This is an optimization exercise on Yosys and OpenROAD, whose aim is small area, a short achievable clock period and few clock cycles per item, not a production implementation.
Where RTL was checked, it was by simulation tests only, not by an equivalence proof against the original.
For run 7, only the layout was checked, not whether the RTL still works.
No activity file was given, so power comes from the tool's default toggle rates.

## flow/design.v

```verilog
package box_pkg;
  localparam int PX_W         = 8;
  localparam int WIN          = 3;
  localparam int LINE_BUFS    = WIN + 1;                 
  localparam int MAX_LINE_LEN = 16;
  localparam int LINE_ADDR_W  = $clog2( MAX_LINE_LEN );
  localparam int BUF_IDX_W    = $clog2( LINE_BUFS );
  localparam int SUM_W        = PX_W + 4;                
  typedef logic [PX_W - 1 : 0] px_t;
  typedef struct packed {
    px_t  tdata;
    logic tvalid;
    logic tlast;                                         
    logic tuser;                                         
  } stream_word_t;
  typedef struct packed {
    px_t [WIN - 1 : 0][WIN - 1 : 0] px;
    logic                           tvalid;
    logic                           tlast;
    logic                           tuser;
  } window_t;
  typedef struct packed {
    logic [SUM_W - 1 : 0] tdata;
    logic                 tvalid;
    logic                 tlast;
    logic                 tuser;
  } sum_word_t;
endpackage
`timescale 1ns/1ps
module box_filter_top
(
  input  logic         clk_i,
  input  logic         rst_i,
  input  box_pkg::stream_word_t video_i,
  output logic         video_ready_o,
  output box_pkg::sum_word_t    sum_o,
  input  logic         sum_ready_i
);
localparam int PW = box_pkg::PX_W;
localparam int SW = box_pkg::SUM_W;
localparam int ML = box_pkg::MAX_LINE_LEN;
localparam int LB = 4;                                   
localparam int PH = PW - LB;                             
localparam int VH = PW + 2 - LB;                         
localparam int WH = PW + 3 - LB;                         
localparam int ZL = LB + 1;                              
localparam int ZH = SW - ZL;                             
logic                   rdy;                             
logic                   stall_o;                         
logic                   go;                              
logic                   a_go;                            
logic                   x_v;
logic [PW - 1 : 0]      x_px;
logic                   x_last;
logic                   x_user;
logic [ML - 1 : 0]      n_oh;                            
logic [1 : 0]           n_row;                           
logic [1 : 0]           row;
logic [ML - 1 : 0]      col;                             
logic [ML - 1 : 0]      col_nx;                          
logic [ML - 1 : 0][PW - 1 : 0] mem_hi;
logic [ML - 1 : 0][PW - 1 : 0] mem_lo;
logic [PW - 1 : 0]      rd_hi;
logic [PW - 1 : 0]      rd_lo;
logic [PW - 1 : 0]      pf_hi;                           
logic [PW - 1 : 0]      pf_lo;
logic [LB + 1 : 0]      v_lo;                            
logic [LB : 0]          w_lo;                            
logic                   a_v;
logic [LB - 1 : 0]      va_l;                            
logic [LB - 1 : 0]      vb_l;                            
logic [LB - 1 : 0]      w_l;                             
logic [1 : 0]           a_cv;                            
logic                   a_cw;                            
logic [VH - 1 : 0]      v_hi;                            
logic [VH - 1 : 0]      a_vh;
logic                   a_last;
logic                   a_win;                           
logic                   a_first;                         
logic [VH - 1 : 0]      va_hn;                           
logic [WH - 1 : 0]      w_hn;                            
logic [ZL : 0]          z_lo;                            
logic                   b_v;
logic [VH - 1 : 0]      va_h;
logic [VH - 1 : 0]      vb_h;
logic [WH - 1 : 0]      w_h;
logic [ZL - 1 : 0]      b_zl;
logic                   b_cz;
logic                   b_last;
logic                   b_user;
logic [SW - 1 : 0]      b_sum;                           
logic                   o_v;
logic [SW - 1 : 0]      o_sum;
logic                   o_last;
logic                   o_user;
logic                   k_v;
logic [SW - 1 : 0]      k_sum;
logic                   k_last;
logic                   k_user;
logic                   o_free;
assign rdy           = !k_v;
assign video_ready_o = !stall_o;
assign go            = rdy && x_v;
assign a_go          = rdy && a_v;
always_ff @( posedge clk_i, posedge rst_i )
  if( rst_i )
    x_v <= 1'b0;
  else
    if( rdy )
      x_v <= video_i.tvalid;
always_ff @( posedge clk_i )
  if( rdy )
    begin
      x_px   <= video_i.tdata;
      x_last <= video_i.tlast;
      x_user <= video_i.tuser;
    end
assign row    = x_user ? 2'd0 : n_row;
assign col    = x_user ? ML'( 1 ) : n_oh;
assign col_nx = x_last ? ML'( 1 ) : { col[ML - 2 : 0], 1'b0 };
always_ff @( posedge clk_i )
  if( go )
    begin
      n_oh  <= col_nx;
      if( x_last )
        n_row <= ( row == 2'd3 ) ? 2'd3 : row + 1'b1;
      else
        n_row <= row;
    end
always_comb
  begin
    rd_hi = '0;
    rd_lo = '0;
    for( int i = 1; i < ML; i++ )
      begin
        rd_hi = rd_hi | ( mem_hi[i] & {PW{n_oh[i - 1]}} );
        rd_lo = rd_lo | ( mem_lo[i] & {PW{n_oh[i - 1]}} );
      end
    if( x_last )
      begin
        rd_hi = mem_hi[0];
        rd_lo = mem_lo[0];
      end
    else
      if( x_user )
        begin
          rd_hi = mem_hi[1];
          rd_lo = mem_lo[1];
        end
  end
always_ff @( posedge clk_i )
  if( go )
    begin
      pf_hi <= rd_hi;
      pf_lo <= rd_lo;
    end
for( genvar i = 0; i < ML; i++ )
  begin : g_mem
    always_ff @( posedge clk_i )
      if( go && col[i] )
        begin
          mem_hi[i] <= x_px;
          mem_lo[i] <= mem_hi[i];
        end
  end
assign v_lo = ( LB + 2 )'( x_px[LB - 1 : 0] ) + ( LB + 2 )'( pf_hi[LB - 1 : 0] ) +
              ( LB + 2 )'( pf_lo[LB - 1 : 0] );
assign w_lo = ( LB + 1 )'( va_l ) + ( LB + 1 )'( vb_l );
assign v_hi = VH'( x_px[PW - 1 : LB] ) + VH'( pf_hi[PW - 1 : LB] ) + VH'( pf_lo[PW - 1 : LB] );
always_ff @( posedge clk_i, posedge rst_i )
  if( rst_i )
    a_v <= 1'b0;
  else
    if( rdy )
      a_v <= x_v;
always_ff @( posedge clk_i )
  if( go )
    begin
      va_l <= v_lo[LB - 1 : 0];
      a_cv <= v_lo[LB + 1 : LB];
      vb_l <= va_l;
      w_l  <= w_lo[LB - 1 : 0];
      a_cw <= w_lo[LB];
      a_vh <= v_hi;
    end
always_ff @( posedge clk_i )
  if( rdy )
    begin
      a_last  <= x_last;
      a_win   <= row[1] && !( col[0] || col[1] );
      a_first <= ( row == 2'd2 ) && col[2];
    end
assign va_hn = a_vh + VH'( a_cv );
assign w_hn  = WH'( va_h ) + WH'( vb_h ) + WH'( a_cw );
assign z_lo  = ( ZL + 1 )'( { va_hn[0], va_l } ) + ( ZL + 1 )'( { w_hn[0], w_l } );
always_ff @( posedge clk_i, posedge rst_i )
  if( rst_i )
    b_v <= 1'b0;
  else
    if( rdy )
      b_v <= a_v && a_win;
always_ff @( posedge clk_i )
  if( a_go )
    begin
      va_h <= va_hn;
      vb_h <= va_h;
      w_h  <= w_hn;
      b_zl <= z_lo[ZL - 1 : 0];
      b_cz <= z_lo[ZL];
    end
always_ff @( posedge clk_i )
  if( rdy )
    begin
      b_last <= a_last;
      b_user <= a_first;
    end
assign b_sum = { ZH'( va_h[VH - 1 : 1] ) + ZH'( w_h[WH - 1 : 1] ) + ZH'( b_cz ), b_zl };
assign o_free = !o_v || sum_ready_i;
always_ff @( posedge clk_i, posedge rst_i )
  if( rst_i )
    begin
      o_v     <= 1'b0;
      k_v     <= 1'b0;
      stall_o <= 1'b0;
    end
  else
    begin
      if( o_free )
        o_v <= k_v || b_v;
      k_v     <= !o_free && ( k_v || b_v );
      stall_o <= !sum_ready_i && ( k_v || ( o_v && b_v ) );
    end
always_ff @( posedge clk_i )
  begin
    if( o_free )
      begin
        o_sum  <= k_v ? k_sum  : b_sum;
        o_last <= k_v ? k_last : b_last;
        o_user <= k_v ? k_user : b_user;
      end
    if( rdy )
      begin
        k_sum  <= b_sum;
        k_last <= b_last;
        k_user <= b_user;
      end
  end
assign sum_o = { o_sum, o_v, o_last, o_user };
endmodule
```

## flow/run.sh

```bash
#!/bin/bash
# synth_recipe.tcl (not shown) runs the flow's synth.tcl, then flattens the netlist and writes it again
# the make line also repeats each setting of config.mk as NAME=value (left out here)
make -C /OpenROAD-flow-scripts/flow DESIGN_CONFIG=/design/flow/config.mk WORK_HOME=/design/flow/orfs CLKGATE_MAP_FILE= SYNTH_SCRIPT=/design/flow/synth_recipe.tcl finish
```

## flow/config.mk

```make
export PLATFORM = sky130hd
export DESIGN_NAME = box_filter_top
export DESIGN_NICKNAME = box_filter_top
export VERILOG_FILES = /design/flow/design.v
export SDC_FILE = /design/flow/constraint.sdc
export NUM_CORES = 4
export LEC_CHECK = 0
export CAP_MARGIN = 20
export CORE_MARGIN = 2
export CORE_UTILIZATION = 40
export CTS_BUF_LIST = sky130_fd_sc_hd__clkbuf_16
export CTS_CLUSTER_DIAMETER = 80
export CTS_CLUSTER_SIZE = 28
export SETUP_SLACK_MARGIN = 2.0
export SLEW_MARGIN = 20
```

## flow/constraint.sdc

```tcl
create_clock -name core_clock -period 4.0 [get_ports {clk_i}]
set_input_delay 0.8000 -clock core_clock [delete_from_list [all_inputs] [get_ports {clk_i}]]
set_output_delay 0.8000 -clock core_clock [all_outputs]
set_load 0.01 [all_outputs]
```

==> impl_metrics.py, run 1 <==
metrics = {
    "synthesis": {
        "synth-warning-count": 1,
        "mean_post_synth_cell_area_sq_um": 16.8,
        "synth-seq-cells": 384,
        "syn_nets": 936,
        "post_synth_num_cell_types": 41,
        "synthesis.instances": 879,
        "post_synth_edffs": 364,
        "netlist_area_sq_mm": 0.0148,
        "library_cell_with_the_largest_summed_area_after_synthesis": "sky130_fd_sc_hd__edfxtp_1",
        "main_synth_ff_type": "sky130_fd_sc_hd__edfxtp_1",
        "post_synth_main_area_contributors": "sky130_fd_sc_hd__edfxtp_1 (74%), sky130_fd_sc_hd__a22oi_1 (5.7%), sky130_fd_sc_hd__fa_1 (2.3%)",
        "synthMostInstantiatedCell": "sky130_fd_sc_hd__edfxtp_1",
        "post_synth_most_frequent_cells": "sky130_fd_sc_hd__edfxtp_1 (364), sky130_fd_sc_hd__a22oi_1 (112), sky130_fd_sc_hd__nand2_1 (61)",
        "synth_top_area_frac": 0.741,
        "ys_async_sr_fraction": 0.0156,
        "synth-seq-area-share": 0.770,
    },
    "floorplan": {
        "die_area_sq_mm": 0.0384,
        "die_w_microns": 196,
        "top_level_ports": 30,
        "dieHeight_microns": 196,
        "placement_rows": 70,
        "core_sq_mm": 0.0364,
        "initial_utilization": 0.405,
    },
    "timing": {
        "timing.final.setup_violations": 0,
        "finalClockSkew_ns": 0.0268,
        "timing.fmax_mhz": 509,
        "timing.final.crit_period_ns": 1.96,
        "timing_max_transition_violations_final": 0,
        "grt_setup_unrepaired": "true",
        "period_share": 0.491,
        "sum_neg_setup_slack_ns": 0,
        "worstMarginPinSlew_ns": 0.754,
        "final-hold-violation-count": 0,
        "slew_headroom": 0.497,
    },
    "clock_network": {
        "clk_root_buffer_cell": "sky130_fd_sc_hd__clkbuf_16",
        "cts.path.max_buffers": 3,
        "htree_num_levels": 1,
        "clock_sinks": 384,
        "cts_tree": "done",
        "worst_skew_pair.late_latency_ns": 0.54,
        "clk_transition_reported_paths_ns": 0.11,
        "numCtsBuffers": 18,
        "cts_hold_repair.buffers": 0,
    },
    "setup_path": {
        "timing.critical_path.to_type": "flip-flop",
        "critical-path-max-stage-delay_ns": 0.56,
        "cp_data_arrival_time_ns": 2.27,
        "count_of_cells_along_the_worst_register_to_register_path": 5,
        "critical_path.cell_chain": "fa_1, ha_2, inv_2, fa_2, inv_1",
        "critical_path_required_ns": 4.30,
        "critical_path_peak_fanout": 2,
        "path_delay_family": "adder cells",
        "critical_path_cell_with_the_highest_stage_delay": "sky130_fd_sc_hd__fa_1",
        "critical_path_cell_count": 5,
        "crit_path_start_kind": "flip-flop",
        "criticalPathCategory": "reg2reg",
        "timing.critical_path.buf_inv": 2,
    },
    "detailed_routing": {
        "drcViolationCount": 0,
        "detail_route.wl_per_cell_microns": 23.3,
        "vias_per_cell": 5.60,
        "ant_nets": 0,
        "detailroute.via_count": 7972,
        "postRouteWirelength_mm": 33.1,
        "drt-pass1-iter-count": 5,
        "drt_iter0_markers": 824,
    },
    "finish": {
        "filler_cell_count": 3156,
        "design.final.nets": 1006,
        "post-route-cell-area_sq_mm": 0.0167,
        "area_growth_syn_to_layout_pct": 13.5,
        "diodes": 0,
        "fraction_of_final_layout_cells_sized_beyond_drive_strength_1": 0.153,
    },
    "min_path": {
        "instance_count_along_the_most_critical_hold_path": 0,
        "hold_path_class": "reg2reg",
    },
    "global_route": {
        "grt_pass1_vias": 7729,
        "grt_first_pass_wirelength_mm": 49.5,
        "grt_max_degree": 43,
        "globalRoute.totalOverflow": 0,
        "antenna_found_initial": 0,
        "grt_util_all_layers": 0.172,
    },
    "placed_design": {
        "io_buffers": 29,
        "dp_hpwl_mm": 20.9,
        "place_congestion": 0.862,
        "placed_area_sq_mm": 0.0155,
    },
    "status": {
        "run_status": "no timing/DRC/antenna violations",
    },
    "power": {
        "peakVddDrop_mv": 0.290,
        "total_power_w": 0.00828,
        "power_density_mw_per_mm2": 494,
        "power.static_leakage_nw": 5.79,
    },
    "run": {
        "drv_cap": 0,
    },
}
-- cells in the final DEF (no fill, tap or decap), drive strengths merged, types with 2 or more instances in the layout --
cell type      synthesis  layout
nor2                  12      12
xor2                   4       4
nand2                 61      61
a21oi                 31      31
o21a                   4       4
dfxtp                 14      14
nand2b                 3       3
nor3                   2       2
a21o                   7       7
clkdlybuf4s15          0      12
nand4                 16      16
mux2                   9       9
o31a                   2       2
and2                  29      29
edfxtp               364     364
ha                    26      26
clkbuf                10      21
clkdlybuf4s50          0      13
o211ai                 2       2
inv                   41      45
clkinv                 1       2
xnor2                 15      15
o21ai                 22      22
a22oi                112     112
fa                    17      17
o32ai                 16      16
buf                   35      68
dfrtp                  6       6
nor2b                  8       8
-- path summary, 6_finish.rpt --
path / start / end / slack (ns)
setup / recovery: pf_hi[5] / a_vh[2] / 2.04
hold / removal: a_last / b_last / 0.43
setup reg to reg: pf_hi[5] / a_vh[2] / 2.04
hold reg to reg: a_last / b_last / 0.43
max in group asynchronous: rst_i / o_v / 3.31
min in group asynchronous: rst_i / a_v / 0.49
-- state kept, by name, indices dropped and copies added (netlist names), 2 cells and up --
register and flops:
a_cv 2, a_vh 6, b_zl 5, k_sum 12, mem_hi 128, mem_lo 128, n_oh 16, n_row 2
o_sum 12, pf_hi 8, pf_lo 8, va_h 6, va_l 4, vb_h 6, vb_l 4, w_h 6
w_l 4, x_px 8
-- worst reg2reg max path, stage by stage (launching register included) --
cell and delay (ns):
sky130_fd_sc_hd__edfxtp_1 0.41, sky130_fd_sc_hd__fa_1 0.56, sky130_fd_sc_hd__ha_2 0.19, sky130_fd_sc_hd__inv_2 0.04
sky130_fd_sc_hd__fa_2 0.50, sky130_fd_sc_hd__inv_1 0.03
-- final cells by class --
| class | instances | area (sq um) | area share |
|---|---|---|---|
| Timing Repair Buffer | 95 | 961 | 0.0574 |
| Multi-Input combinational cell | 408 | 3120 | 0.186 |
| Clock inverter | 7 | 81.3 | 0.00486 |
| Inverter | 42 | 163 | 0.00971 |
| Clock buffer | 19 | 475 | 0.0284 |
| Sequential cell | 384 | 11400 | 0.678 |
| Tap cell | 468 | 586 | 0.0350 |
-- power breakdown --
part / internal, W / leakage (nW) / total [W] / switching, W
Sequential: 0.00481 / 3.64 / 0.00494 / 0.000135
Clock: 0.000952 / 0.284 / 0.00218 / 0.00123
Combinational: 0.000528 / 1.87 / 0.00115 / 0.000624
Total: 0.00629 / 5.79 / 0.00828 / 0.00199
-- through the flow --
stage | setup slack [ns] | hold slack [ns] | cells | util
floorplan | 1.97 | 0.400 | 879 | -
global route | 1.95 | 0.442 | 1423 | 0.460
detailed placement | 1.37 | 0.405 | 1340 | 0.426
finish | 2.04 | 0.432 | 1423 | 0.460
global placement | 1.49 | 0.401 | 1340 | 0.426
CTS | 1.98 | 0.432 | 1417 | 0.456
-- metal layers --
metal,GRT usage,up-vias,share of wire
met5,0,-,0
met2,0.271,361,0.46
met4,0.0393,0,0.021
met1,0.248,4066,0.43
met3,0.0363,39,0.090
li1,-,3506,-
-- logic make-up (layout without fill, tap and decap cells) --
group / after synthesis / after routing / share of synthesized area
adders and majority gates: 43 / 43 / 0.0451
buffers and inverters: 87 / 163 / 0.0265
and+or+nand+nor: 136 / 136 / 0.0455
AOI/OAI and AO/OA: 201 / 201 / 0.0948
DFF: 384 / 384 / 0.770
muxes: 9 / 9 / 0.00687
xor gates and xnor gates: 19 / 19 / 0.0113
-- timing repair --
| action | in CTS | in global routing |
|---|---|---|
| buffers inserted | 51 | 6 |
| setup endpoints to repair | 344 | 279 |
| pin swaps | 4 | 6 |
| gates resized for setup | 59 | 24 |
Testbench counts, summed over its fixed seeds: cycles 6,626, items 4,512.
==> inputs of run 2 (changes only) <==
--- a/flow/design.v
+++ b/flow/design.v
@@ -141,12 +141,6 @@
         rd_hi = mem_hi[0];
         rd_lo = mem_lo[0];
       end
-    else
-      if( x_user )
-        begin
-          rd_hi = mem_hi[1];
-          rd_lo = mem_lo[1];
-        end
   end
 always_ff @( posedge clk_i )
   if( go )
--- a/flow/config.mk
+++ b/flow/config.mk
@@ -11,5 +11,5 @@
 export CTS_BUF_LIST = sky130_fd_sc_hd__clkbuf_16
 export CTS_CLUSTER_DIAMETER = 80
 export CTS_CLUSTER_SIZE = 28
-export SETUP_SLACK_MARGIN = 2.0
+export SETUP_SLACK_MARGIN = 2.2
 export SLEW_MARGIN = 20
==> run 2 against run 1 <==
- register-to-register slack worse by 0.03 ns
- global-route usage up 0.28 points
- via count down 2.8%
- clock power down 4%
- non-clock buffer count up 10
- die area down 0.55%
- critical endpoint unchanged
- routed wire length about the same
- final area down 0.37%
- highest routed layer unchanged
==> impl_metrics.py, run 2 <==
metrics = {
    "finish": {
        "design.final.nets": 984,
        "layout_commonest_cell": "sky130_fd_sc_hd__edfxtp_1",
        "final_core_utilization": 0.459,
        "fraction_of_final_layout_cells_sized_beyond_drive_strength_1": 0.184,
        "layout.cells.most_common_list": "sky130_fd_sc_hd__edfxtp_1 (364), sky130_fd_sc_hd__a22oi_1 (80), sky130_fd_sc_hd__buf_4 (63)",
        "layout_top_registers": "mem_hi x128, mem_lo x128, n_oh x16",
        "diodes": 0,
        "area_growth_syn_to_layout_pct": 13.7,
    },
    "detailed_routing": {
        "drt-pass1-iter-count": 5,
        "route.met3.wl_mm": 2.43,
        "ant_nets": 0,
        "vias_per_cell": 5.53,
        "m1WireLength_mm": 14.7,
        "top_layer_used": "met4",
        "met2_wl_post_dr_mm": 15.2,
        "detailroute.via_count": 7751,
        "drt_iter0_markers": 818,
        "postRouteWirelength_mm": 33.1,
        "drcViolationCount": 0,
        "detail_route.wl_per_cell_microns": 23.7,
    },
    "synthesis": {
        "post_synth_edffs": 364,
        "synth_top_area_frac": 0.745,
        "main_synth_ff_type": "sky130_fd_sc_hd__edfxtp_1",
        "mean_post_synth_cell_area_sq_um": 17.4,
        "synth-seq-area-share": 0.774,
        "post_synth_num_cell_types": 46,
        "post_synth_most_frequent_cells": "sky130_fd_sc_hd__edfxtp_1 (364), sky130_fd_sc_hd__a22oi_1 (80), sky130_fd_sc_hd__inv_1 (57)",
        "post_synth_main_area_contributors": "sky130_fd_sc_hd__edfxtp_1 (74%), sky130_fd_sc_hd__a22oi_1 (4.1%), sky130_fd_sc_hd__fa_1 (2.3%)",
        "netlist_area_sq_mm": 0.0147,
        "library_cell_with_the_largest_summed_area_after_synthesis": "sky130_fd_sc_hd__edfxtp_1",
        "synth-seq-cells": 384,
        "synth-warning-count": 1,
        "ys_async_sr_fraction": 0.0156,
        "syn_nets": 900,
        "synthMostInstantiatedCell": "sky130_fd_sc_hd__edfxtp_1",
        "synthesis.instances": 843,
    },
    "min_path": {
        "holdCritStartpoint": "a_last",
        "hold_path_class": "reg2reg",
        "instance_count_along_the_most_critical_hold_path": 0,
        "min_to": "b_last",
    },
    "timing": {
        "timing_max_transition_violations_final": 0,
        "slew_headroom": 0.422,
        "grt_setup_unrepaired": "true",
        "final-hold-violation-count": 0,
        "period_share": 0.499,
        "timing.final.crit_period_ns": 2.00,
        "sum_neg_setup_slack_ns": 0,
        "worstMarginPinSlew_ns": 0.864,
        "finalClockSkew_ns": 0.0277,
        "timing.fmax_mhz": 501,
        "timing.final.setup_violations": 0,
    },
    "global_route": {
        "antenna_found_initial": 0,
        "grt_pass1_vias": 7791,
        "globalRoute.totalOverflow": 0,
        "grt_first_pass_wirelength_mm": 49.7,
        "grt_max_degree": 30,
        "grt_util_all_layers": 0.175,
    },
    "setup_path": {
        "count_of_cells_along_the_worst_register_to_register_path": 7,
        "critical_path_required_ns": 4.30,
        "regToRegStartpoint": "x_px[4]",
        "timing.critical_path.to_type": "flip-flop",
        "criticalPathCategory": "reg2reg",
        "timing.reg2reg.setup_slack_ns": 2.00,
        "worst_r2r_endpoint": "a_vh[2]",
        "cp_data_arrival_time_ns": 2.29,
        "crit_path_start_kind": "flip-flop",
        "critical_path_peak_fanout": 2,
    },
    "power": {
        "cell_internal_pwr_w": 0.00618,
        "pwr-share-comb": 0.142,
        "seq_power_share": 0.602,
        "power.switching_fraction": 0.242,
        "peakVddDrop_mv": 0.304,
        "switching_power_w": 0.00197,
        "power_density_mw_per_mm2": 489,
        "power_frac_clock": 0.257,
        "power.static_leakage_nw": 5.79,
    },
    "floorplan": {
        "top_level_ports": 30,
        "die_w_microns": 196,
        "dieHeight_microns": 196,
        "die_area_sq_mm": 0.0382,
        "core_sq_mm": 0.0363,
        "placement_rows": 70,
        "initial_utilization": 0.404,
    },
    "clock_network": {
        "clock_sinks": 384,
        "numCtsBuffers": 18,
        "htree_num_levels": 1,
        "cts.path.max_buffers": 3,
        "clk_root_buffer_cell": "sky130_fd_sc_hd__clkbuf_16",
        "cts_tree": "done",
        "worst_skew_pair.late_latency_ns": 0.55,
        "clk_transition_reported_paths_ns": 0.10,
    },
    "placed_design": {
        "place_congestion": 0.766,
        "dp_hpwl_mm": 18.9,
        "io_buffers": 29,
    },
    "status": {
        "run_status": "no timing/DRC/antenna violations",
    },
    "run": {
        "drv_cap": 0,
    },
}
## run 2: layer usage
layer	GRT usage	up-vias
met2	0.278	294
met1	0.249	3981
met3	0.0375	53
li1	-	3423
met5	0	-
met4	0.0416	0
## run 2: cell families after synthesis
group	after synthesis	share of synthesized area
xor+xnor	19	0.0113
mux	10	0.00767
buf+inv	99	0.0290
flops	384	0.774
simple gates	104	0.0400
fa+ha+maj	43	0.0454
compound gates	184	0.0924
## run 2: cell type report
type / instances / area, sq um
Inverter: 57 / 221
Fill cell: 3090 / 19700
Multi-Input combinational cell: 360 / 3060
Tap cell: 468 / 586
Sequential cell: 384 / 11400
Timing Repair inverter: 1 / 7.51
Clock buffer: 18 / 450
Timing Repair Buffer: 105 / 921
Clock inverter: 8 / 78.8
## run 2: how the worst max path moves through the flow
stage / from / endpoint / slack (ns) / cells after the start
floorplan: x_px[5] / a_vh[2] / 1.96 / 5
global placement: k_v / pf_hi[4] / 1.47 / 4
detailed placement: k_v / pf_lo[0] / 1.40 / 4
CTS: pf_lo[1] / va_l[2] / 1.99 / 5
global route: va_h[1] / o_sum[11] / 1.90 / 8
finish: x_px[4] / a_vh[2] / 2.00 / 7
## run 2: critical path, stage by stage (launching register included)
cell                       delay (ns)
sky130_fd_sc_hd__edfxtp_1        0.40
sky130_fd_sc_hd__inv_1           0.08
sky130_fd_sc_hd__fa_2            0.43
sky130_fd_sc_hd__inv_1           0.08
sky130_fd_sc_hd__ha_2            0.19
sky130_fd_sc_hd__inv_2           0.04
sky130_fd_sc_hd__fa_2            0.51
sky130_fd_sc_hd__inv_1           0.04
## run 2: power groups by stage
stage | registers [W] | logic [W] | clock network, W
2_1_floorplan | 0.00500 | 0.000675 | 0
3_3_place_gp | 0.00506 | 0.000957 | 0
3_5_place_dp | 0.00507 | 0.000987 | 0
4_1_cts | 0.00491 | 0.00109 | 0.00214
5_1_grt | 0.00494 | 0.00128 | 0.00226
6_report | 0.00490 | 0.00116 | 0.00209
## run 2: timing repair
| action | 4_1_cts | 5_1_grt |
|---|---|---|
| endpoints found under the setup margin | 362 | 163 |
| hold buffers | 0 | 0 |
| resized for setup | 73 | 20 |
| cloned | 1 | 0 |
| pin swaps | 8 | 9 |
| buffers inserted | 53 | 10 |
## run 2: through the flow
step / power [W] / hold slack [ns] / cell area, sq um / setup WS (ns) / cells
after floorplan: 0.00568 / 0.400 / 14800 / 1.96 / 843
after global placement: 0.00602 / 0.403 / 15500 / 1.47 / 1310
after detailed placement: 0.00606 / 0.405 / 15500 / 1.40 / 1311
after CTS: 0.00814 / 0.430 / 16500 / 1.99 / 1391
after global routing: 0.00848 / 0.439 / 16700 / 1.90 / 1401
final: 0.00815 / 0.429 / 16700 / 2.00 / 1401
Testbench counts of run 2, summed over its fixed seeds: cycles 6,626, items 4,512.
==> inputs of run 3 (changes only) <==
--- a/flow/config.mk
+++ b/flow/config.mk
@@ -11,5 +11,5 @@
 export CTS_BUF_LIST = sky130_fd_sc_hd__clkbuf_16
 export CTS_CLUSTER_DIAMETER = 80
 export CTS_CLUSTER_SIZE = 28
-export SETUP_SLACK_MARGIN = 2.2
+export SETUP_SLACK_MARGIN = 2.1
 export SLEW_MARGIN = 20
==> run 3 against run 2 <==
- via count up 1.8%
- highest routed layer unchanged
- routed wire length up 0.54%
- non-clock buffer count down 10
- critical path depth down 2
==> impl_metrics.py, run 3 <==
metrics = {
    "power": {
        "power.static_leakage_nw": 5.79,
        "pwr-share-comb": 0.130,
        "power_frac_clock": 0.266,
        "seq_power_share": 0.605,
        "switching_power_w": 0.00192,
        "power_density_mw_per_mm2": 488,
        "peakVddDrop_mv": 0.297,
        "cell_internal_pwr_w": 0.00621,
        "power.switching_fraction": 0.236,
    },
    "timing": {
        "grt_setup_unrepaired": "true",
        "final-hold-violation-count": 0,
        "period_share": 0.497,
        "timing.final.crit_period_ns": 1.99,
        "timing.final.setup_violations": 0,
        "slew_headroom": 0.349,
        "timing_max_transition_violations_final": 0,
        "sum_neg_setup_slack_ns": 0,
        "finalClockSkew_ns": 0.0289,
        "worstMarginPinSlew_ns": 0.976,
        "finalHoldWorstSlack_ns": 0.437,
        "timing.fmax_mhz": 503,
    },
    "global_route": {
        "antenna_found_initial": 0,
        "grt_first_pass_wirelength_mm": 48.3,
        "grt.met2_usage": 0.262,
        "grt_util_all_layers": 0.170,
        "grt_util_met1": 0.252,
        "grt_max_degree": 51,
        "groute.layer.met3.usage": 0.0347,
        "grt.busiest_layer": "met2",
        "grt_pass1_vias": 7549,
        "globalRoute.totalOverflow": 0,
    },
    "detailed_routing": {
        "drcViolationCount": 0,
        "postRouteWirelength_mm": 33.3,
        "vias_per_cell": 5.62,
        "drt_iter0_markers": 917,
        "ant_nets": 0,
        "drt-pass1-iter-count": 5,
        "detailroute.via_count": 7894,
        "detail_route.wl_per_cell_microns": 23.7,
    },
    "synthesis": {
        "ys_async_sr_fraction": 0.0156,
        "synthesis.instances": 843,
        "synth-seq-area-share": 0.774,
        "mean_post_synth_cell_area_sq_um": 17.4,
        "main_synth_ff_type": "sky130_fd_sc_hd__edfxtp_1",
        "synth_top_area_frac": 0.745,
        "syn_nets": 900,
        "library_cell_with_the_largest_summed_area_after_synthesis": "sky130_fd_sc_hd__edfxtp_1",
        "post_synth_main_area_contributors": "sky130_fd_sc_hd__edfxtp_1 (74%), sky130_fd_sc_hd__a22oi_1 (4.1%), sky130_fd_sc_hd__fa_1 (2.3%)",
        "synthMostInstantiatedCell": "sky130_fd_sc_hd__edfxtp_1",
        "post_synth_num_cell_types": 46,
        "netlist_area_sq_mm": 0.0147,
        "synth-warning-count": 1,
        "post_synth_most_frequent_cells": "sky130_fd_sc_hd__edfxtp_1 (364), sky130_fd_sc_hd__a22oi_1 (80), sky130_fd_sc_hd__inv_1 (57)",
        "post_synth_edffs": 364,
        "synth-seq-cells": 384,
    },
    "setup_path": {
        "critical_path_peak_fanout": 2,
        "critical_path_required_ns": 4.28,
        "timing.reg2reg.setup_slack_ns": 2.01,
        "crit_path_start_kind": "flip-flop",
        "criticalPathCategory": "reg2reg",
        "timing.critical_path.to_type": "flip-flop",
        "cp_data_arrival_time_ns": 2.27,
    },
    "finish": {
        "fraction_of_final_layout_cells_sized_beyond_drive_strength_1": 0.187,
        "filler_cell_count": 3074,
        "layout_commonest_cell": "sky130_fd_sc_hd__edfxtp_1",
        "layout_top_registers": "mem_hi x128, mem_lo x128, n_oh x16",
        "layout.cells.most_common_list": "sky130_fd_sc_hd__edfxtp_1 (364), sky130_fd_sc_hd__a22oi_1 (80), sky130_fd_sc_hd__buf_4 (59)",
        "post-route-cell-area_sq_mm": 0.0167,
        "design.final.nets": 988,
        "area_growth_syn_to_layout_pct": 13.6,
        "multi_input_area_sq_mm": 0.00317,
        "diodes": 0,
        "area.sequential_sq_mm": 0.0114,
    },
    "floorplan": {
        "initial_utilization": 0.404,
        "core_sq_mm": 0.0363,
        "top_level_ports": 30,
        "placement_rows": 70,
        "die_area_sq_mm": 0.0382,
        "die_w_microns": 196,
        "dieHeight_microns": 196,
    },
    "clock_network": {
        "cts_hold_repair.buffers": 0,
        "htree_num_levels": 1,
        "worst_skew_pair.late_latency_ns": 0.53,
        "numCtsBuffers": 18,
        "cts.path.max_buffers": 3,
        "cts_tree": "done",
        "clk_root_buffer_cell": "sky130_fd_sc_hd__clkbuf_16",
        "clock_sinks": 384,
        "clk_transition_reported_paths_ns": 0.10,
    },
    "placed_design": {
        "io_buffers": 29,
        "place_congestion": 0.855,
        "dp_hpwl_mm": 20.3,
        "placed_area_sq_mm": 0.0155,
    },
    "min_path": {
        "hold_path_class": "reg2reg",
    },
    "status": {
        "run_status": "no timing/DRC/antenna violations",
    },
    "run": {
        "drv_cap": 0,
    },
}
run 3: cell counts after synthesis:
No cell type changed its count.
run 3: area by class of cell:
| cell class | count | share of cell area |
|---|---|---|
| Inverter | 57 | 0.0131 |
| Tap cell | 468 | 0.0351 |
| Multi-Input combinational cell | 375 | 0.190 |
| Clock inverter | 6 | 0.00450 |
| Timing Repair Buffer | 95 | 0.0473 |
| Clock buffer | 19 | 0.0285 |
| Sequential cell | 384 | 0.682 |
run 3: path summary, 6_finish.rpt:
path                            startpoint      end  cells past startpoint
worst max-delay path               x_px[5]  a_vh[2]                      5
worst min-delay path               a_first   b_user                      0
worst max register to register     x_px[5]  a_vh[2]                      5
worst min register to register     a_first   b_user                      0
max in group asynchronous            rst_i      x_v                      2
min in group asynchronous            rst_i  stall_o                      2
run 3: metrics by stage:
| stage | cells | utilization | setup WS, ns | total power (W) |
|---|---|---|---|---|
| after floorplan | 843 | - | 1.97 | 0.00566 |
| after global placement | 1308 | 0.426 | 1.63 | 0.00599 |
| after detailed placement | 1308 | 0.426 | 1.61 | 0.00602 |
| after CTS | 1376 | 0.450 | 2.02 | 0.00815 |
| after global routing | 1404 | 0.459 | 1.95 | 0.00847 |
| final | 1404 | 0.459 | 2.01 | 0.00813 |
run 3: timing repair:
item / CTS / global route
setup buffers: 43 / 13
resized for setup: 89 / 23
endpoints found under the setup margin: 355 / 327
cloned: 0 / 15
pin swaps: 5 / 18
run 3: power by group through the flow:
stage / sequential [W] / clock (W) / combinational (W)
global route: 0.00495 / 0.00233 / 0.00119
global placement: 0.00506 / 0 / 0.000929
floorplan: 0.00500 / 0 / 0.000658
CTS: 0.00493 / 0.00220 / 0.00102
detailed placement: 0.00507 / 0 / 0.000944
finish: 0.00492 / 0.00216 / 0.00105
run 3: worst max-delay path: stages (launching register included):
cell	delay, ns
sky130_fd_sc_hd__edfxtp_1	0.47
sky130_fd_sc_hd__fa_1	0.51
sky130_fd_sc_hd__ha_2	0.18
sky130_fd_sc_hd__inv_2	0.04
sky130_fd_sc_hd__fa_2	0.51
sky130_fd_sc_hd__inv_1	0.04
run 3: logic make-up after synthesis:
logic type | synth area share
DFF | 0.774
AOI/OAI and AO/OA | 0.0924
and+or+nand+nor | 0.0400
buffers and inverters | 0.0290
adders and majority gates | 0.0454
xor gates and xnor gates | 0.0113
muxes | 0.00767
run 3: routing by layer:
| layer | vias to the layer above | share of wire |
|---|---|---|
| met5 | - | 0 |
| met4 | 0 | 0.019 |
| met3 | 44 | 0.094 |
| met2 | 399 | 0.46 |
| met1 | 4012 | 0.43 |
| li1 | 3439 | - |
==> inputs of run 4 (changes only) <==
--- a/flow/config.mk
+++ b/flow/config.mk
@@ -7,9 +7,9 @@
 export LEC_CHECK = 0
 export CAP_MARGIN = 20
 export CORE_MARGIN = 2
-export CORE_UTILIZATION = 40
+export CORE_UTILIZATION = 70
 export CTS_BUF_LIST = sky130_fd_sc_hd__clkbuf_16
 export CTS_CLUSTER_DIAMETER = 80
 export CTS_CLUSTER_SIZE = 28
-export SETUP_SLACK_MARGIN = 2.1
+export SETUP_SLACK_MARGIN = 2.0
 export SLEW_MARGIN = 20
==> run 4 against run 3 <==
- routed wire length down 9.7%
- die area down 42%
- area after synthesis unchanged
- global-route usage grew 11 points
- synthesized cell count stayed put
- sequential power about the same
- clock skew decreased by 0.014 ns
- register-to-register slack got worse by 0.07 ns
- worst hold slack got worse by 0.0059 ns
- sequential share of layout area increased by 2.2 points
- combinational power is essentially flat
- maximum frequency down 3.2%
- largest cell class unchanged
==> impl_metrics.py, run 4 <==
metrics = {
    "clock_network": {
        "cts.path.max_buffers": 3,
        "htree_num_levels": 1,
        "cts_tree": "done",
        "clk_transition_reported_paths_ns": 0.10,
        "clock_sinks": 384,
        "numCtsBuffers": 17,
        "clk_root_buffer_cell": "sky130_fd_sc_hd__clkbuf_16",
        "worst_skew_pair.late_latency_ns": 0.52,
    },
    "finish": {
        "layout_top_registers": "mem_hi x128, mem_lo x128, n_oh x16",
        "area.sequential_sq_mm": 0.0114,
        "diodes": 0,
        "layout.cells.most_common_list": "sky130_fd_sc_hd__edfxtp_1 (364), sky130_fd_sc_hd__a22oi_1 (80), sky130_fd_sc_hd__inv_1 (60)",
        "multi_input_area_sq_mm": 0.00297,
        "area_growth_syn_to_layout_pct": 10.1,
        "layout_commonest_cell": "sky130_fd_sc_hd__edfxtp_1",
        "filler_cell_count": 1116,
        "design.final.nets": 958,
        "fraction_of_final_layout_cells_sized_beyond_drive_strength_1": 0.128,
    },
    "setup_path": {
        "critical_path_cell_with_the_highest_stage_delay": "sky130_fd_sc_hd__fa_1",
        "worst_r2r_endpoint": "va_l[2]",
        "critical-path-max-stage-delay_ns": 0.53,
        "path_delay_family": "adder cells",
        "timing.critical_path.to_type": "flip-flop",
        "critPathMostFrequentCell": "sky130_fd_sc_hd__inv_2",
        "critical_path.cell_chain": "fa_1, ha_2, inv_2, fa_2, inv_2",
        "timing.reg2reg.setup_slack_ns": 1.94,
        "critical_path_peak_fanout": 2,
        "crit_path_start_kind": "flip-flop",
        "criticalPathCategory": "reg2reg",
        "cp_data_arrival_time_ns": 2.34,
        "timing.critical_path.buf_inv": 2,
        "count_of_cells_along_the_worst_register_to_register_path": 5,
        "regToRegStartpoint": "x_px[1]",
        "critical_path_required_ns": 4.29,
    },
    "placed_design": {
        "place_congestion": 0.882,
        "io_buffers": 29,
        "placement.setup.worst_slack_ns": 1.20,
        "dp_hpwl_mm": 18.1,
    },
    "detailed_routing": {
        "detail_route.wl_per_cell_microns": 25.5,
        "route.met3.wl_mm": 2.66,
        "met2_wl_post_dr_mm": 15.0,
        "m1WireLength_mm": 11.4,
        "detailroute.via_count": 7797,
        "ant_nets": 0,
        "drcViolationCount": 0,
        "top_layer_used": "met4",
        "drt-pass1-iter-count": 5,
        "postRouteWirelength_mm": 30.1,
        "vias_per_cell": 6.60,
        "drt_iter0_markers": 738,
    },
    "floorplan": {
        "core_sq_mm": 0.0204,
        "die_area_sq_mm": 0.0221,
        "initial_utilization": 0.718,
        "top_level_ports": 30,
        "die_w_microns": 149,
        "placement_rows": 52,
        "dieHeight_microns": 149,
    },
    "global_route": {
        "antenna_found_initial": 0,
        "grt_first_pass_wirelength_mm": 45.1,
        "grt_pass1_vias": 7940,
        "globalRoute.totalOverflow": 0,
        "grt_util_all_layers": 0.278,
        "grt_max_degree": 40,
    },
    "timing": {
        "timing.final.crit_period_ns": 2.06,
        "timing.fmax_mhz": 487,
        "slew_headroom": 0.314,
        "finalClockSkew_ns": 0.0149,
        "sum_neg_setup_slack_ns": 0,
        "grt_setup_unrepaired": "true",
        "final-hold-violation-count": 0,
        "timing_max_transition_violations_final": 0,
        "finalHoldWorstSlack_ns": 0.431,
        "period_share": 0.514,
        "worstMarginPinSlew_ns": 1.03,
        "final_ws_setup_ns": 1.94,
        "timing.final.setup_violations": 0,
    },
    "synthesis": {
        "synth-seq-area-share": 0.774,
        "main_synth_ff_type": "sky130_fd_sc_hd__edfxtp_1",
        "synth_top_area_frac": 0.745,
        "post_synth_main_area_contributors": "sky130_fd_sc_hd__edfxtp_1 (74%), sky130_fd_sc_hd__a22oi_1 (4.1%), sky130_fd_sc_hd__fa_1 (2.3%)",
        "synthMostInstantiatedCell": "sky130_fd_sc_hd__edfxtp_1",
        "ys_async_sr_fraction": 0.0156,
        "netlist_area_sq_mm": 0.0147,
        "synthesis.instances": 843,
        "post_synth_edffs": 364,
        "synth-warning-count": 1,
        "post_synth_num_cell_types": 46,
        "syn_nets": 900,
        "library_cell_with_the_largest_summed_area_after_synthesis": "sky130_fd_sc_hd__edfxtp_1",
        "mean_post_synth_cell_area_sq_um": 17.4,
        "synth-seq-cells": 384,
        "post_synth_most_frequent_cells": "sky130_fd_sc_hd__edfxtp_1 (364), sky130_fd_sc_hd__a22oi_1 (80), sky130_fd_sc_hd__inv_1 (57)",
    },
    "power": {
        "power_density_mw_per_mm2": 492,
        "power.static_leakage_nw": 5.65,
        "peakVddDrop_mv": 0.600,
    },
    "min_path": {
        "hold_path_class": "reg2reg",
        "holdCritStartpoint": "a_last",
        "min_to": "b_last",
        "instance_count_along_the_most_critical_hold_path": 0,
    },
    "status": {
        "run_status": "no timing/DRC/antenna violations",
    },
    "run": {
        "drv_cap": 0,
    },
}
## run 4: cell counts after synthesis
No cell type changed its count.
## run 4: where the power goes
part	leakage [nW]	switching (W)	internal [W]
clock network	0.273	0.00114	0.000790
registers	3.62	0.000150	0.00478
logic	1.75	0.000566	0.000512
## run 4: routing by layer
layer	GRT usage	vias up
met2	0.457	432
met4	0.121	0
met5	0	-
li1	-	3376
met3	0.0437	69
met1	0.379	3920
## run 4: cell type report
type                            count  area share
Clock inverter                     12     0.00310
Multi-Input combinational cell    360       0.184
Tap cell                          270      0.0209
Timing Repair Buffer               80      0.0482
Inverter                           57      0.0137
Sequential cell                   384       0.703
Timing Repair inverter              1    0.000465
Clock buffer                       17      0.0263
## run 4: what timing repair did
item | in CTS | in global routing
hold buffers | 0 | 0
setup endpoints to repair | 326 | 46
pin swaps | 4 | 8
endpoints found under the hold margin | 0 | 0
cloned | 1 | 0
buffers inserted | 24 | 20
resized for setup | 45 | 19
## run 4: worst max path at each step
| stage | from | end | slack (ns) | cells after the start |
|---|---|---|---|---|
| global route | x_px[1] | va_l[2] | 1.91 | 5 |
| CTS | x_px[1] | va_l[2] | 1.95 | 5 |
| floorplan | k_v | a_cv[0] | 1.91 | 3 |
| finish | x_px[1] | va_l[2] | 1.94 | 5 |
| global placement | k_v | mem_lo[105] | 1.31 | 4 |
| detailed placement | k_v | mem_hi[112] | 1.20 | 4 |
## run 4: through the flow
stage,instance area (sq um),utilization,instances,total power (W)
finish,16200,0.791,1181,0.00794
global route,16200,0.791,1181,0.00824
CTS,15900,0.779,1161,0.00789
detailed placement,15200,0.743,1107,0.00602
global placement,15200,0.743,1107,0.00595
floorplan,14700,-,843,0.00565
## run 4: cells by family after synthesis
| family | share of synthesized area |
|---|---|
| buffers and inverters | 0.0290 |
| AO/OA/AOI/OAI | 0.0924 |
| XOR/XNOR | 0.0113 |
| AND/OR/NAND/NOR | 0.0400 |
| multiplexers | 0.00767 |
| flip-flops | 0.774 |
| adder cells (fa/ha/maj) | 0.0454 |
==> inputs of run 5 (changes only) <==
--- a/flow/config.mk
+++ b/flow/config.mk
@@ -7,7 +7,7 @@
 export LEC_CHECK = 0
 export CAP_MARGIN = 20
 export CORE_MARGIN = 2
-export CORE_UTILIZATION = 70
+export CORE_UTILIZATION = 55
 export CTS_BUF_LIST = sky130_fd_sc_hd__clkbuf_16
 export CTS_CLUSTER_DIAMETER = 80
 export CTS_CLUSTER_SIZE = 28
==> run 5 against run 4 <==
- sequential cell count unchanged
- register-to-register slack gained 0.02 ns
- global-route usage fell by 5.5 points
- worst setup slack improved by 0.020 ns
- non-clock buffer count up 3
- area after synthesis is the same
- clock-buffer cell count is the same
- critical path depth unchanged
- clock power hardly changed
- sequential share of layout area decreased by 0.43 points
- clock skew is 0.0020 ns lower
- maximum frequency increased by 1.0%
- critical endpoint is now a_vh[2]
==> impl_metrics.py, run 5 <==
metrics = {
    "finish": {
        "design.final.nets": 961,
        "layout_top_registers": "mem_hi x128, mem_lo x128, n_oh x16",
        "filler_cell_count": 1914,
        "layout_commonest_cell": "sky130_fd_sc_hd__edfxtp_1",
        "layout.cells.most_common_list": "sky130_fd_sc_hd__edfxtp_1 (364), sky130_fd_sc_hd__a22oi_1 (80), sky130_fd_sc_hd__inv_1 (60)",
        "area_growth_syn_to_layout_pct": 10.8,
        "fraction_of_final_layout_cells_sized_beyond_drive_strength_1": 0.128,
        "diodes": 0,
    },
    "synthesis": {
        "synthMostInstantiatedCell": "sky130_fd_sc_hd__edfxtp_1",
        "mean_post_synth_cell_area_sq_um": 17.4,
        "post_synth_num_cell_types": 46,
        "post_synth_most_frequent_cells": "sky130_fd_sc_hd__edfxtp_1 (364), sky130_fd_sc_hd__a22oi_1 (80), sky130_fd_sc_hd__inv_1 (57)",
        "synthesis.instances": 843,
        "synth-warning-count": 1,
        "syn_nets": 900,
        "main_synth_ff_type": "sky130_fd_sc_hd__edfxtp_1",
        "synth-seq-cells": 384,
        "synth_top_area_frac": 0.745,
        "synth-seq-area-share": 0.774,
        "ys_async_sr_fraction": 0.0156,
        "netlist_area_sq_mm": 0.0147,
        "post_synth_main_area_contributors": "sky130_fd_sc_hd__edfxtp_1 (74%), sky130_fd_sc_hd__a22oi_1 (4.1%), sky130_fd_sc_hd__fa_1 (2.3%)",
        "library_cell_with_the_largest_summed_area_after_synthesis": "sky130_fd_sc_hd__edfxtp_1",
        "post_synth_edffs": 364,
    },
    "power": {
        "seq_power_share": 0.621,
        "power_frac_clock": 0.246,
        "cell_internal_pwr_w": 0.00607,
        "power.static_leakage_nw": 5.66,
        "power.switching_fraction": 0.234,
        "pwr-share-comb": 0.133,
        "power_density_mw_per_mm2": 488,
        "peakVddDrop_mv": 0.319,
        "switching_power_w": 0.00186,
    },
    "floorplan": {
        "placement_rows": 59,
        "die_area_sq_mm": 0.0280,
        "core_sq_mm": 0.0261,
        "top_level_ports": 30,
        "initial_utilization": 0.561,
        "die_w_microns": 167,
        "dieHeight_microns": 167,
    },
    "global_route": {
        "antenna_found_initial": 0,
        "grt_max_degree": 40,
        "globalRoute.totalOverflow": 0,
        "grt_pass1_vias": 7735,
        "grt_util_all_layers": 0.223,
        "grt_first_pass_wirelength_mm": 46.6,
    },
    "detailed_routing": {
        "drcViolationCount": 0,
        "postRouteWirelength_mm": 30.8,
        "detailroute.via_count": 7545,
        "ant_nets": 0,
        "drt-pass1-iter-count": 16,
        "drt_iter0_markers": 702,
        "vias_per_cell": 6.04,
        "detail_route.wl_per_cell_microns": 24.6,
    },
    "timing": {
        "timing.final.crit_period_ns": 2.03,
        "finalClockSkew_ns": 0.0130,
        "grt_setup_unrepaired": "true",
        "final-hold-violation-count": 0,
        "timing.final.setup_violations": 0,
        "period_share": 0.509,
        "sum_neg_setup_slack_ns": 0,
        "timing_max_transition_violations_final": 0,
        "slew_headroom": 0.349,
        "final_ws_setup_ns": 1.97,
        "worstMarginPinSlew_ns": 0.977,
        "timing.fmax_mhz": 491,
    },
    "placed_design": {
        "placement.setup.worst_slack_ns": 1.18,
        "place_congestion": 0.839,
        "io_buffers": 29,
        "dp_hpwl_mm": 18.7,
    },
    "setup_path": {
        "timing.reg2reg.setup_slack_ns": 1.97,
        "critical_path_peak_fanout": 2,
        "critical_path_required_ns": 4.29,
        "cp_data_arrival_time_ns": 2.32,
        "criticalPathCategory": "reg2reg",
        "crit_path_start_kind": "flip-flop",
        "timing.critical_path.to_type": "flip-flop",
    },
    "clock_network": {
        "worst_skew_pair.late_latency_ns": 0.51,
        "clk_root_buffer_cell": "sky130_fd_sc_hd__clkbuf_16",
        "numCtsBuffers": 17,
        "clk_transition_reported_paths_ns": 0.11,
        "cts_tree": "done",
        "htree_num_levels": 1,
        "clock_sinks": 384,
        "cts.path.max_buffers": 3,
    },
    "status": {
        "run_status": "no timing/DRC/antenna violations",
    },
    "min_path": {
        "hold_path_class": "reg2reg",
    },
    "run": {
        "drv_cap": 0,
    },
}
[run 5: cell counts after synthesis]
Identical to the previous run, type by type.
[run 5: layer usage]
metal	part of all wire	vias up	wire, microns	track usage
li1	-	3379	-	-
met4	0.033	0	1020	0.0737
met2	0.49	227	15100	0.375
met1	0.41	3885	12800	0.306
met3	0.059	54	1830	0.0307
met5	0	-	0	0
[run 5: repair_timing]
item,CTS,global route
endpoints found under the hold margin,0,0
gates cloned,1,0
gates resized for setup,47,17
setup endpoints to repair,332,42
hold buffers,0,0
buffers inserted,41,6
pin swaps,3,9
[run 5: worst max-delay path, cell delays in order (launching register included)]
cell and delay [ns]:
sky130_fd_sc_hd__edfxtp_1 0.41, sky130_fd_sc_hd__fa_1 0.60, sky130_fd_sc_hd__ha_2 0.21, sky130_fd_sc_hd__inv_2 0.04
sky130_fd_sc_hd__fa_2 0.50, sky130_fd_sc_hd__inv_1 0.04
[run 5: metrics by stage]
stage	utilization	hold WS [ns]	cell area (sq um)	cells	total power, W
2_1_floorplan	-	0.400	14700	843	0.00565
3_3_place_gp	0.584	0.402	15300	1172	0.00598
3_5_place_dp	0.584	0.425	15300	1172	0.00603
4_1_cts	0.618	0.451	16200	1243	0.00796
5_1_grt	0.622	0.460	16300	1249	0.00829
6_report	0.622	0.448	16300	1249	0.00793
[run 5: power by group through the flow]
stage          sequential (W)  clock, W  combinational [W]
6_report              0.00493   0.00195            0.00105
5_1_grt               0.00496   0.00214            0.00119
4_1_cts               0.00494   0.00199            0.00103
3_5_place_dp          0.00508         0           0.000941
3_3_place_gp          0.00507         0           0.000908
2_1_floorplan         0.00500         0           0.000649
[run 5: path summary, 6_finish.rpt]
check                           start  depth (start not counted)          to
max                          pf_hi[5]                          5     a_vh[2]
min                        mem_hi[30]                          0  mem_lo[30]
max reg2reg                  pf_hi[5]                          5     a_vh[2]
min reg2reg                mem_hi[30]                          0  mem_lo[30]
max in group asynchronous       rst_i                          2         a_v
min in group asynchronous       rst_i                          2         b_v
[run 5: area by class of cell]
type | instances | area [sq um] | share of cell area
Tap cell | 335 | 419 | 0.0258
Clock inverter | 12 | 50.0 | 0.00308
Clock buffer | 17 | 425 | 0.0262
Inverter | 57 | 221 | 0.0136
Multi-Input combinational cell | 360 | 2970 | 0.183
Timing Repair inverter | 1 | 5.00 | 0.000308
Timing Repair Buffer | 83 | 801 | 0.0493
Sequential cell | 384 | 11400 | 0.699
[run 5: logic make-up (layout without fill, tap and decap cells)]
| logic type | count (synthesis) | count (layout) | synth area share |
|---|---|---|---|
| muxes | 10 | 10 | 0.00767 |
| xor gates and xnor gates | 19 | 19 | 0.0113 |
| adders and majority gates | 43 | 43 | 0.0454 |
| and+or+nand+nor | 104 | 104 | 0.0400 |
| AOI/OAI and AO/OA | 184 | 184 | 0.0924 |
| buffers and inverters | 99 | 170 | 0.0290 |
| DFF | 384 | 384 | 0.774 |
==> inputs of run 6 (changes only) <==
--- a/flow/config.mk
+++ b/flow/config.mk
@@ -7,7 +7,7 @@
 export LEC_CHECK = 0
 export CAP_MARGIN = 20
 export CORE_MARGIN = 2
-export CORE_UTILIZATION = 55
+export CORE_UTILIZATION = 40
 export CTS_BUF_LIST = sky130_fd_sc_hd__clkbuf_16
 export CTS_CLUSTER_DIAMETER = 80
 export CTS_CLUSTER_SIZE = 28
==> run 6 against run 5 <==
- critical path type unchanged
- register-to-register slack better by 0.03 ns
- clock skew up 0.0088 ns
- cell count up 10%
- still clean on timing, DRC and antenna
- power up 1.8%
- worst setup slack better by 0.027 ns
- critical endpoint unchanged
- routed wire length up 3.0%
==> impl_metrics.py, run 6 <==
metrics = {
    "finish": {
        "fraction_of_final_layout_cells_sized_beyond_drive_strength_1": 0.139,
        "final_core_utilization": 0.451,
        "diodes": 0,
        "layout_commonest_cell": "sky130_fd_sc_hd__edfxtp_1",
        "layout.cells.most_common_list": "sky130_fd_sc_hd__edfxtp_1 (364), sky130_fd_sc_hd__a22oi_1 (80), sky130_fd_sc_hd__inv_1 (52), sky130_fd_sc_hd__buf_4 (52), sky130_fd_sc_hd__a21oi_1 (27)",
        "post-route-cell-area_sq_mm": 0.0164,
        "area_growth_syn_to_layout_pct": 11.8,
        "design.final.nets": 962,
        "layout_top_registers": "mem_hi x128, mem_lo x128, n_oh x16",
        "filler_cell_count": 3115,
    },
    "clock_network": {
        "cts_hold_repair.buffers": 0,
        "numCtsBuffers": 18,
        "cts_tree": "done",
        "htree_num_levels": 1,
        "cts.path.max_buffers": 3,
        "clk_root_buffer_cell": "sky130_fd_sc_hd__clkbuf_16",
        "worst_skew_pair.late_latency_ns": 0.53,
        "clk_transition_reported_paths_ns": 0.11,
        "clock_sinks": 384,
    },
    "timing": {
        "timing_max_transition_violations_final": 0,
        "slew_headroom": 0.322,
        "timing.final.setup_violations": 0,
        "timing.fmax_mhz": 498,
        "period_share": 0.502,
        "timing.final.crit_period_ns": 2.01,
        "finalClockSkew_ns": 0.0217,
        "worstMarginPinSlew_ns": 1.02,
        "final-hold-violation-count": 0,
        "grt_setup_unrepaired": "true",
        "sum_neg_setup_slack_ns": 0,
        "finalHoldWorstSlack_ns": 0.427,
        "final_ws_setup_ns": 1.99,
    },
    "placed_design": {
        "placement.setup.worst_slack_ns": 1.54,
        "placed_area_sq_mm": 0.0154,
        "io_buffers": 29,
        "dp_hpwl_mm": 19.1,
        "place_congestion": 0.766,
    },
    "power": {
        "power_density_mw_per_mm2": 492,
        "peakVddDrop_mv": 0.236,
        "power.static_leakage_nw": 5.63,
    },
    "detailed_routing": {
        "vias_per_cell": 5.53,
        "postRouteWirelength_mm": 31.7,
        "drt-pass1-iter-count": 5,
        "drcViolationCount": 0,
        "detailroute.via_count": 7621,
        "detail_route.wl_per_cell_microns": 23.0,
        "ant_nets": 0,
        "drt_iter0_markers": 679,
    },
    "floorplan": {
        "die_area_sq_mm": 0.0382,
        "initial_utilization": 0.404,
        "dieHeight_microns": 196,
        "core_sq_mm": 0.0363,
        "die_w_microns": 196,
        "placement_rows": 70,
        "top_level_ports": 30,
    },
    "synthesis": {
        "post_synth_edffs": 364,
        "post_synth_most_frequent_cells": "sky130_fd_sc_hd__edfxtp_1 (364), sky130_fd_sc_hd__a22oi_1 (80), sky130_fd_sc_hd__inv_1 (57)",
        "syn_nets": 900,
        "post_synth_main_area_contributors": "sky130_fd_sc_hd__edfxtp_1 (74%), sky130_fd_sc_hd__a22oi_1 (4.1%), sky130_fd_sc_hd__fa_1 (2.3%)",
        "synth_top_area_frac": 0.745,
        "synthesis.instances": 843,
        "synth-seq-cells": 384,
        "post_synth_num_cell_types": 46,
        "netlist_area_sq_mm": 0.0147,
        "library_cell_with_the_largest_summed_area_after_synthesis": "sky130_fd_sc_hd__edfxtp_1",
        "mean_post_synth_cell_area_sq_um": 17.4,
        "synthMostInstantiatedCell": "sky130_fd_sc_hd__edfxtp_1",
        "synth-warning-count": 1,
        "synth-seq-area-share": 0.774,
        "ys_async_sr_fraction": 0.0156,
        "main_synth_ff_type": "sky130_fd_sc_hd__edfxtp_1",
    },
    "setup_path": {
        "crit_path_start_kind": "flip-flop",
        "critical_path_cell_with_the_highest_stage_delay": "sky130_fd_sc_hd__fa_1",
        "critical_path_required_ns": 4.30,
        "timing.critical_path.to_type": "flip-flop",
        "critical-path-max-stage-delay_ns": 0.59,
        "critical_path_peak_fanout": 2,
        "critical_path.cell_chain": "fa_1, ha_2, inv_2, fa_2, inv_1",
        "cp_data_arrival_time_ns": 2.31,
        "criticalPathCategory": "reg2reg",
    },
    "status": {
        "run_status": "no timing/DRC/antenna violations",
    },
    "global_route": {
        "grt_max_degree": 30,
        "antenna_found_initial": 0,
        "grt_pass1_vias": 7830,
        "grt_util_all_layers": 0.168,
        "globalRoute.totalOverflow": 0,
        "grt_first_pass_wirelength_mm": 48.3,
    },
    "min_path": {
        "hold_path_class": "reg2reg",
    },
    "run": {
        "drv_cap": 0,
    },
}
## run 6: per-layer routing
layer	share of wire	vias up	wire length [microns]	track usage
li1	-	3379	-	-
met1	0.44	3954	13900	0.235
met2	0.48	241	15100	0.277
met3	0.060	47	1910	0.0261
met4	0.024	0	767	0.0438
met5	0	-	0	0
## run 6: final timing paths
check | slack [ns] | startpoint | depth (start not counted) | endpoint
max | 1.99 | pf_hi[5] | 5 | a_vh[2]
min | 0.43 | a_last | 0 | b_last
max reg2reg | 1.99 | pf_hi[5] | 5 | a_vh[2]
min reg2reg | 0.43 | a_last | 0 | b_last
max in group asynchronous | 3.26 | rst_i | 2 | o_v
min in group asynchronous | 0.53 | rst_i | 2 | x_v
## run 6: logic make-up (layout without fill, tap and decap cells)
kind of cell,after synthesis,after routing,synth area share
adder cells (fa/ha/maj),43,43,0.0454
XOR/XNOR,19,19,0.0113
flip-flops,384,384,0.774
AND/OR/NAND/NOR,104,104,0.0400
AO/OA/AOI/OAI,184,184,0.0924
buffers and inverters,99,167,0.0290
multiplexers,10,10,0.00767
## run 6: cell type report
type | count | area [sq um] | share of cell area
sequential | 384 | 11400 | 0.693
multi-input combinational | 360 | 2980 | 0.182
timing repair buffer | 83 | 706 | 0.0430
tap | 468 | 586 | 0.0357
clock buffer | 19 | 475 | 0.0290
inverter | 57 | 221 | 0.0135
clock inverter | 7 | 62.6 | 0.00382
timing repair inverter | 1 | 7.51 | 0.000458
## run 6: what timing repair did
item	in CTS	in global routing
endpoints found under the setup margin	310	287
setup buffers	38	8
resized for setup	47	25
pin swaps	1	10
cloned	1	0
## run 6: power breakdown
| part | internal [W] | switching, W |
|---|---|---|
| Sequential | 0.00478 | 0.000153 |
| Combinational | 0.000485 | 0.000536 |
| Clock | 0.000887 | 0.00122 |
## run 6: worst max-delay path: cells and delay by family (launching register included)
family	cells	cell delay [ns]
fa+ha+maj	3	1.30
buf+inv	2	0.08
flops	1	0.41
## run 6: stage by stage
step | total power [W] | instances
6_report | 0.00807 | 1379
2_1_floorplan | 0.00565 | 843
5_1_grt | 0.00841 | 1379
3_5_place_dp | 0.00601 | 1306
3_3_place_gp | 0.00598 | 1306
4_1_cts | 0.00810 | 1371
==> inputs of run 7 (changes only) <==
--- a/flow/design.v
+++ b/flow/design.v
@@ -49,6 +49,7 @@
 logic                   stall_o;                         
 logic                   go;                              
 logic                   a_go;                            
+logic                   k_nx;                            
 logic                   x_v;
 logic [PW - 1 : 0]      x_px;
 logic                   x_last;
@@ -100,8 +101,6 @@
 logic                   o_free;
 assign rdy           = !k_v;
 assign video_ready_o = !stall_o;
-assign go            = rdy && x_v;
-assign a_go          = rdy && a_v;
 always_ff @( posedge clk_i, posedge rst_i )
   if( rst_i )
     x_v <= 1'b0;
@@ -210,18 +209,23 @@
     end
 assign b_sum = { ZH'( va_h[VH - 1 : 1] ) + ZH'( w_h[WH - 1 : 1] ) + ZH'( b_cz ), b_zl };
 assign o_free = !o_v || sum_ready_i;
+assign k_nx   = !o_free && ( k_v || b_v );
 always_ff @( posedge clk_i, posedge rst_i )
   if( rst_i )
     begin
       o_v     <= 1'b0;
       k_v     <= 1'b0;
       stall_o <= 1'b0;
+      go      <= 1'b0;
+      a_go    <= 1'b0;
     end
   else
     begin
       if( o_free )
         o_v <= k_v || b_v;
-      k_v     <= !o_free && ( k_v || b_v );
+      k_v     <= k_nx;
+      go      <= !k_nx && ( rdy ? video_i.tvalid : x_v );
+      a_go    <= !k_nx && ( rdy ? x_v : a_v );
       stall_o <= !sum_ready_i && ( k_v || ( o_v && b_v ) );
     end
 always_ff @( posedge clk_i )
==> run 7 against run 6 <==
- routed wire length up 1.2%
- sequential cell count rose by 2
- non-clock buffer count rose by 4
- still clean
- power fell by 0.30%
- worst setup slack worse by 0.021 ns
- combinational power hardly changed
==> impl_metrics.py, run 7 <==
metrics = {
    "timing": {
        "timing.final.setup_violations": 0,
        "timing.fmax_mhz": 493,
        "final_ws_setup_ns": 1.97,
        "period_share": 0.507,
        "slew_headroom": 0.362,
        "finalClockSkew_ns": 0.0217,
        "worstMarginPinSlew_ns": 0.957,
        "grt_setup_unrepaired": "true",
        "timing.final.crit_period_ns": 2.03,
        "final-hold-violation-count": 0,
        "sum_neg_setup_slack_ns": 0,
        "timing_max_transition_violations_final": 0,
    },
    "setup_path": {
        "critical_path.cell_chain": "nor2b_2, and2_2",
        "timing.reg2reg.setup_slack_ns": 1.97,
        "path_delay_family": "simple AND/OR/NAND/NOR gates",
        "cp_data_arrival_time_ns": 2.20,
        "timing.critical_path.to_type": "flip-flop",
        "timing.critical_path.buf_inv": 0,
        "criticalPathCategory": "reg2reg",
        "critical_path_cell_with_the_highest_stage_delay": "sky130_fd_sc_hd__and2_2",
        "count_of_cells_along_the_worst_register_to_register_path": 2,
        "worst_r2r_endpoint": "mem_lo[80]",
        "critical-path-max-stage-delay_ns": 0.68,
        "critical_path_required_ns": 4.17,
        "regToRegStartpoint": "x_user",
        "critical_path_peak_fanout": 16,
        "crit_path_start_kind": "flip-flop",
        "start_point_of_the_critical_path": "x_user",
    },
    "placed_design": {
        "io_buffers": 29,
        "dp_hpwl_mm": 18.3,
        "placed_area_sq_mm": 0.0155,
        "place_congestion": 0.825,
        "placement.setup.worst_slack_ns": 1.57,
    },
    "floorplan": {
        "dieHeight_microns": 196,
        "placement_rows": 70,
        "core_sq_mm": 0.0364,
        "die_area_sq_mm": 0.0383,
        "die_w_microns": 196,
        "initial_utilization": 0.403,
        "top_level_ports": 30,
    },
    "synthesis": {
        "synthMostInstantiatedCell": "sky130_fd_sc_hd__edfxtp_1",
        "synth-warning-count": 1,
        "ys_async_sr_fraction": 0.0207,
        "mean_post_synth_cell_area_sq_um": 17.4,
        "netlist_area_sq_mm": 0.0147,
        "synthesis.instances": 846,
        "synth_top_area_frac": 0.744,
        "post_synth_edffs": 364,
        "post_synth_num_cell_types": 38,
        "post_synth_main_area_contributors": "sky130_fd_sc_hd__edfxtp_1 (74%), sky130_fd_sc_hd__a22oi_1 (4.1%), sky130_fd_sc_hd__fa_1 (2.3%)",
        "synth-seq-area-share": 0.777,
        "main_synth_ff_type": "sky130_fd_sc_hd__edfxtp_1",
        "library_cell_with_the_largest_summed_area_after_synthesis": "sky130_fd_sc_hd__edfxtp_1",
        "post_synth_most_frequent_cells": "sky130_fd_sc_hd__edfxtp_1 (364), sky130_fd_sc_hd__a22oi_1 (80), sky130_fd_sc_hd__inv_1 (57)",
        "synth-seq-cells": 386,
        "syn_nets": 903,
    },
    "power": {
        "power_density_mw_per_mm2": 489,
        "peakVddDrop_mv": 0.266,
        "power.static_leakage_nw": 5.66,
    },
    "finish": {
        "design.final.nets": 968,
        "layout.cells.most_common_list": "sky130_fd_sc_hd__edfxtp_1 (364), sky130_fd_sc_hd__a22oi_1 (80), sky130_fd_sc_hd__inv_1 (55)",
        "layout_top_registers": "mem_hi x128, mem_lo x128, n_oh x16",
        "layout_commonest_cell": "sky130_fd_sc_hd__edfxtp_1",
        "diodes": 0,
        "area_growth_syn_to_layout_pct": 11.9,
        "post-route-cell-area_sq_mm": 0.0164,
        "fraction_of_final_layout_cells_sized_beyond_drive_strength_1": 0.139,
    },
    "min_path": {
        "instance_count_along_the_most_critical_hold_path": 0,
        "hold_path_class": "reg2reg",
        "holdCritStartpoint": "a_last",
        "min_to": "b_last",
    },
    "clock_network": {
        "clk_root_buffer_cell": "sky130_fd_sc_hd__clkbuf_16",
        "htree_num_levels": 1,
        "cts_tree": "done",
        "worst_skew_pair.late_latency_ns": 0.54,
        "numCtsBuffers": 18,
        "cts.path.max_buffers": 3,
        "cts_hold_repair.buffers": 0,
        "clk_transition_reported_paths_ns": 0.11,
        "clock_sinks": 386,
    },
    "global_route": {
        "grt_pass1_vias": 7519,
        "grt_max_degree": 57,
        "grt_util_all_layers": 0.168,
        "globalRoute.totalOverflow": 0,
        "grt_first_pass_wirelength_mm": 47.9,
        "antenna_found_initial": 1,
    },
    "detailed_routing": {
        "drt-pass1-iter-count": 5,
        "drt_iter0_markers": 660,
        "drcViolationCount": 0,
        "postRouteWirelength_mm": 32.1,
        "ant_nets": 0,
        "detailroute.via_count": 7594,
        "vias_per_cell": 5.49,
        "detail_route.wl_per_cell_microns": 23.2,
    },
    "status": {
        "run_status": "no timing/DRC/antenna violations",
    },
    "run": {
        "drv_cap": 0,
    },
}
==> run 7: report_power, final <==
part | switching (W) | internal [W] | total [W] | leakage (nW)
Clock | 0.00122 | 0.000850 | 0.00207 | 0.258
Sequential | 0.000129 | 0.00481 | 0.00493 | 3.64
Combinational | 0.000557 | 0.000482 | 0.00104 | 1.76
Total | 0.00191 | 0.00614 | 0.00805 | 5.66
==> run 7: how the worst max path moves through the flow <==
stage,cells past startpoint,end
after global routing,2,mem_lo[80]
final,2,mem_lo[80]
after detailed placement,2,mem_lo[107]
after CTS,1,sum_o[6]
after floorplan,5,a_vh[2]
after global placement,2,mem_hi[2]
==> run 7: cell type report <==
type                            count  area (sq um)
Clock buffer                       18           450
Inverter                           57           218
Multi-Input combinational cell    361          2940
Sequential cell                   386         11400
Timing Repair Buffer               87           769
Fill cell                        3140         20000
Clock inverter                      7          66.3
Tap cell                          468           586
==> run 7: repair_timing <==
item                                    4_1_cts  5_1_grt
cloned                                        0        0
hold endpoints to repair                      0        0
resized for setup                            40       13
pin swaps                                     1        4
setup buffers                                40       11
endpoints found under the setup margin      304      209
==> run 7: per-layer routing <==
metal / vias up / track usage / routed length (microns)
met3: 55 / 0.0215 / 2160
li1: 3387 / - / -
met4: 0 / 0.0631 / 1320
met1: 3857 / 0.243 / 14200
met2: 295 / 0.262 / 14400
met5: - / 0 / 0
==> run 7: logic make-up (layout without fill, tap and decap cells) <==
logic type      count (synthesis)  in the layout  synth area share
compound gates                185            185            0.0922
xor+xnor                       19             19            0.0113
fa+ha+maj                      43             43            0.0453
buf+inv                        99            169            0.0276
flops                         386            386             0.777
mux                            10             10           0.00766
simple gates                  104            104            0.0394
==> run 7: through the flow <==
| step | std cells | hold WS, ns | total power, W | util |
|---|---|---|---|---|
| after global routing | 1384 | 0.439 | 0.00838 | 0.451 |
| final | 1384 | 0.429 | 0.00805 | 0.451 |
| after detailed placement | 1308 | 0.406 | 0.00604 | 0.425 |
| after CTS | 1373 | 0.428 | 0.00809 | 0.449 |
| after floorplan | 846 | 0.400 | 0.00567 | - |
| after global placement | 1308 | 0.403 | 0.00601 | 0.425 |

Setup slack of run 7, layout unchanged: 1.971 ns with ideal ports, 1.971 ns with driving cells assumed (clock clkbuf_16, inputs buf_2), 1.624 ns with port delays also shifted by the 0.585 ns mid clock arrival.
